This is an optimization exercise on Yosys and OpenROAD, whose aim is small area, a short achievable clock period and few clock cycles per item, not a production implementation.
Function was checked by simulation only, so behaviour that the tests miss may differ from the original.
No activity file was given, so power comes from the tool's default toggle rates.

==> flow/design.v (excerpt) <==
module mdu_ctrl #(
    parameter int MUL_LAT = 4
) (
    input  logic        clk,
    input  logic        rst,
    input  logic        start,
    input  logic [2:0]  op,
    input  logic [31:0] a,
    input  logic [31:0] b,
    output logic        busy,
    output logic        done,
    output logic [31:0] hi,
    output logic [31:0] lo,
    output logic        div0
);
Size: about 140 I/O pins, roughly 11000 um^2 of cells after synthesis.
==> flow/config.mk <==
export PLATFORM = sky130hd
export DESIGN_NAME = mdu_ctrl
export DESIGN_NICKNAME = mdu_ctrl
export VERILOG_FILES = /design/flow/design.v
export SDC_FILE = /design/flow/constraint.sdc
export NUM_CORES = 4
export LEC_CHECK = 0
export ABC_AREA = 1
export CAP_MARGIN = 20
export CORE_MARGIN = 2
export CORE_UTILIZATION = 45
export SLEW_MARGIN = 20
==> flow/constraint.sdc <==
create_clock -name core_clock -period 10.0 [get_ports {clk}]
set_input_delay 2.0000 -clock core_clock [delete_from_list [all_inputs] [get_ports {clk}]]
set_output_delay 2.0000 -clock core_clock [all_outputs]
set_load 0.01 [all_outputs]
standard.sh (not shown) runs the stock make flow with config.mk's settings and CLKGATE_MAP_FILE= SYNTH_SCRIPT=/design/flow/synth_recipe.tcl, a recipe that flattens the netlist after the stock synthesis.
==> flow/flow/run.sh <==
#!/bin/bash
# Standard layout with three changes to how it is made: Yosys does not map adders to full-adder
# cells (ABC maps them as plain logic, which is faster here), the ports get the smallest buffer
# cell instead of a delay buffer, and timing repair aims below the clock period.
set -euo pipefail
export ADDER_MAP_FILE=
export BUFFER_PORTS_ARGS="-buffer_cell sky130_fd_sc_hd__buf_1"
export SETUP_SLACK_MARGIN=6.8
bash standard.sh > standard.log 2>&1
The first run completed without violations.
Testbench counts at the start, summed over its fixed seeds: cycles 75,612, ops 8,000.
Change:
--- a/flow/flow/run.sh
+++ b/flow/flow/run.sh
@@ -4 +4,2 @@
-# cell instead of a delay buffer, and timing repair aims below the clock period.
+# cell instead of a delay buffer, and timing repair aims below the clock period (harder after
+# clock tree synthesis than after global routing).
@@ -8,2 +9,2 @@
-export SETUP_SLACK_MARGIN=6.8
-bash standard.sh > standard.log 2>&1
+SETUP_SLACK_MARGIN=6.8 bash standard.sh cts > standard_cts.log 2>&1
+SETUP_SLACK_MARGIN=6.5 bash standard.sh > standard.log 2>&1
- CORE_UTILIZATION: 45 -> 60
- CTS_BUF_LIST: unset -> sky130_fd_sc_hd__clkbuf_8
Outcome:
- The new run passed the timing, DRC and antenna checks
- cell area is lower by about 11%
- count of clock-buffer cells in the layout drops by 4
- area after synthesis stays the same
- die area falls by about 24%
- worst setup slack is worse by 83 ps
- total power drops by 17%
- sequential power barely changes
Change:
- CORE_UTILIZATION: 60 -> 45
- CTS_BUF_LIST: sky130_fd_sc_hd__clkbuf_8 -> unset
After rerunning:
- die area rises by 32%
- total power rises by 18%
- area after synthesis is unchanged
- sequential share of layout area fell by 1.4 points
- cell count goes up by 4.6%
- register-to-register slack is better by 30 ps
- utilization is lower by 14 points
- routed wire length grows by 9.9%
Change:
--- a/flow/flow/run.sh
+++ b/flow/flow/run.sh
@@ -9,2 +9,2 @@
-SETUP_SLACK_MARGIN=6.8 bash standard.sh cts > standard_cts.log 2>&1
-SETUP_SLACK_MARGIN=6.5 bash standard.sh > standard.log 2>&1
+SETUP_SLACK_MARGIN=6.9 bash standard.sh cts > standard_cts.log 2>&1
+SETUP_SLACK_MARGIN=6.6 bash standard.sh > standard.log 2>&1
- CORE_UTILIZATION: 45 -> 60
- CTS_BUF_LIST: unset -> sky130_fd_sc_hd__clkbuf_8
Cell count drops by a few percent.
Worst setup slack improved by 83 ps.
Sequential power is about the same.
Non-clock buffer count rose by 5.
Register-to-register slack improved by 60 ps.
Die area drops by a quarter to a third.
Core utilization grows by 17 points.
Power came out lower by roughly a tenth.
Synthesized area is unchanged.
Critical path depth rises by 15.
Wire length fell by a few percent.
Change:
--- a/flow/flow/run.sh
+++ b/flow/flow/run.sh
@@ -9,2 +9,2 @@
-SETUP_SLACK_MARGIN=6.9 bash standard.sh cts > standard_cts.log 2>&1
-SETUP_SLACK_MARGIN=6.6 bash standard.sh > standard.log 2>&1
+SETUP_SLACK_MARGIN=7.0 bash standard.sh cts > standard_cts.log 2>&1
+SETUP_SLACK_MARGIN=6.5 bash standard.sh > standard.log 2>&1
- CORE_UTILIZATION: 60 -> 45
- CTS_BUF_LIST: sky130_fd_sc_hd__clkbuf_8 -> unset
Result: Clock-buffer cell count is unchanged. Area after synthesis is unchanged. Non-clock buffer count goes up by 85. Routed wire length goes up by about 15%.
Change:
--- a/flow/flow/run.sh
+++ b/flow/flow/run.sh
@@ -9,2 +9,2 @@
-SETUP_SLACK_MARGIN=7.0 bash standard.sh cts > standard_cts.log 2>&1
-SETUP_SLACK_MARGIN=6.5 bash standard.sh > standard.log 2>&1
+SETUP_SLACK_MARGIN=6.8 bash standard.sh cts > standard_cts.log 2>&1
+SETUP_SLACK_MARGIN=6.3 bash standard.sh > standard.log 2>&1
- CORE_UTILIZATION: 45 -> 60
- CTS_BUF_LIST: unset -> sky130_fd_sc_hd__clkbuf_8
First-iteration DRC count is higher by 7.6%.
Via count is lower by about 4.4%.
Routed wire length is lower by about 18%.
Count of clock-buffer cells in the layout is lower by 1.
Synthesized cell count does not change.
Final area is lower by about 15%.
Sequential power is higher by about 2%.
Hold slack gets worse by 15 ps.

---

P:
mdu_ctrl again, from the RTL that the note above started with.
Settings: LEC_CHECK=0, ABC_AREA=1, CAP_MARGIN=20, CORE_MARGIN=2, CORE_UTILIZATION=70, CTS_BUF_LIST=sky130_fd_sc_hd__clkbuf_8, SLEW_MARGIN=20; clock period 10.0 ns.
==> flow/flow/run.sh <==
#!/bin/bash
# Standard layout with three changes to how it is made: Yosys does not map adders to full-adder
# cells (ABC maps them as plain logic, which is faster here), the ports get the smallest buffer
# cell instead of a delay buffer, and timing repair aims below the clock period (harder after
# clock tree synthesis than after global routing).
set -euo pipefail
export ADDER_MAP_FILE=
export BUFFER_PORTS_ARGS="-buffer_cell sky130_fd_sc_hd__buf_1"
SETUP_SLACK_MARGIN=6.8 bash standard.sh cts > standard_cts.log 2>&1
SETUP_SLACK_MARGIN=6.5 bash standard.sh > standard.log 2>&1
Testbench counts of P, summed over its fixed seeds: cycles 75,612, ops 8,000.
For Q, these inputs were changed with respect to P:
Settings: CORE_UTILIZATION changed from 70 to 45.
diff --git a/flow/flow/run.sh b/flow/flow/run.sh
--- a/flow/flow/run.sh
+++ b/flow/flow/run.sh
@@ -10 +10 @@
-SETUP_SLACK_MARGIN=6.5 bash standard.sh > standard.log 2>&1
+SETUP_SLACK_MARGIN=6.3 bash standard.sh > standard.log 2>&1
--- outcome ---
- | proportion of cell area occupied by registers | lower: Q |
- Higher global-route usage among Q and P: P
- Against P, number of filler cells placed in the layout in Q rose by more than 100%.
- The slowest stage cell on the critical path comes out sky130_fd_sc_hd__dfxtp_2 in one run and sky130_fd_sc_hd__nand3_1 in the other, namely in Q and P respectively.
- Routed wire in Q totals more than in P.
- In Q relative to P, post-layout instance count excluding filler cells had gone up by a few percent.

-- port drivers added, routing unchanged --
The results above use ideal ports. As a check the final layouts listed here were re-extracted and re-timed, cells and wires unchanged.
Step 1: set_driving_cell puts a clkbuf_16 on clk and a buf_2 on each other input, an assumption about the parent block.
Step 2 also shifts input and output timing later by t, the mid clock arrival at the registers, as if the neighbouring blocks saw the same clock.
Slacks: no drivers / after step 1 / after step 2; pairs: no drivers / after step 1.
| run | shift t [ns] | setup WS [ns] | slew at the worst register clock pin (ns) |
|---|---|---|---|
| the first run of note 1 | 0.492 | 6.750 / 6.749 / 6.286 | 0.07 / 0.07 |
| the second run of note 1 | 0.522 | 6.667 / 6.667 / 6.215 | 0.09 / 0.09 |
| the third run of note 1 | 0.487 | 6.681 / 6.703 / 6.219 | 0.07 / 0.07 |
| the fourth run of note 1 | 0.514 | 6.764 / 6.764 / 6.285 | 0.09 / 0.09 |
| the fifth run of note 1 | 0.481 | 6.683 / 6.683 / 6.432 | 0.07 / 0.07 |
| the sixth run of note 1 | 0.520 | 6.578 / 6.578 / 6.192 | 0.09 / 0.09 |
| P | 0.524 | 6.580 / 6.602 / 6.078 | 0.09 / 0.09 |
| Q | 0.516 | 6.649 / 6.649 / 6.158 | 0.09 / 0.09 |
After both steps setup and hold are still met in every run listed. The setup slack of P, which loses most, moves by +0.022 ns with the drivers and by -0.502 ns with both steps.
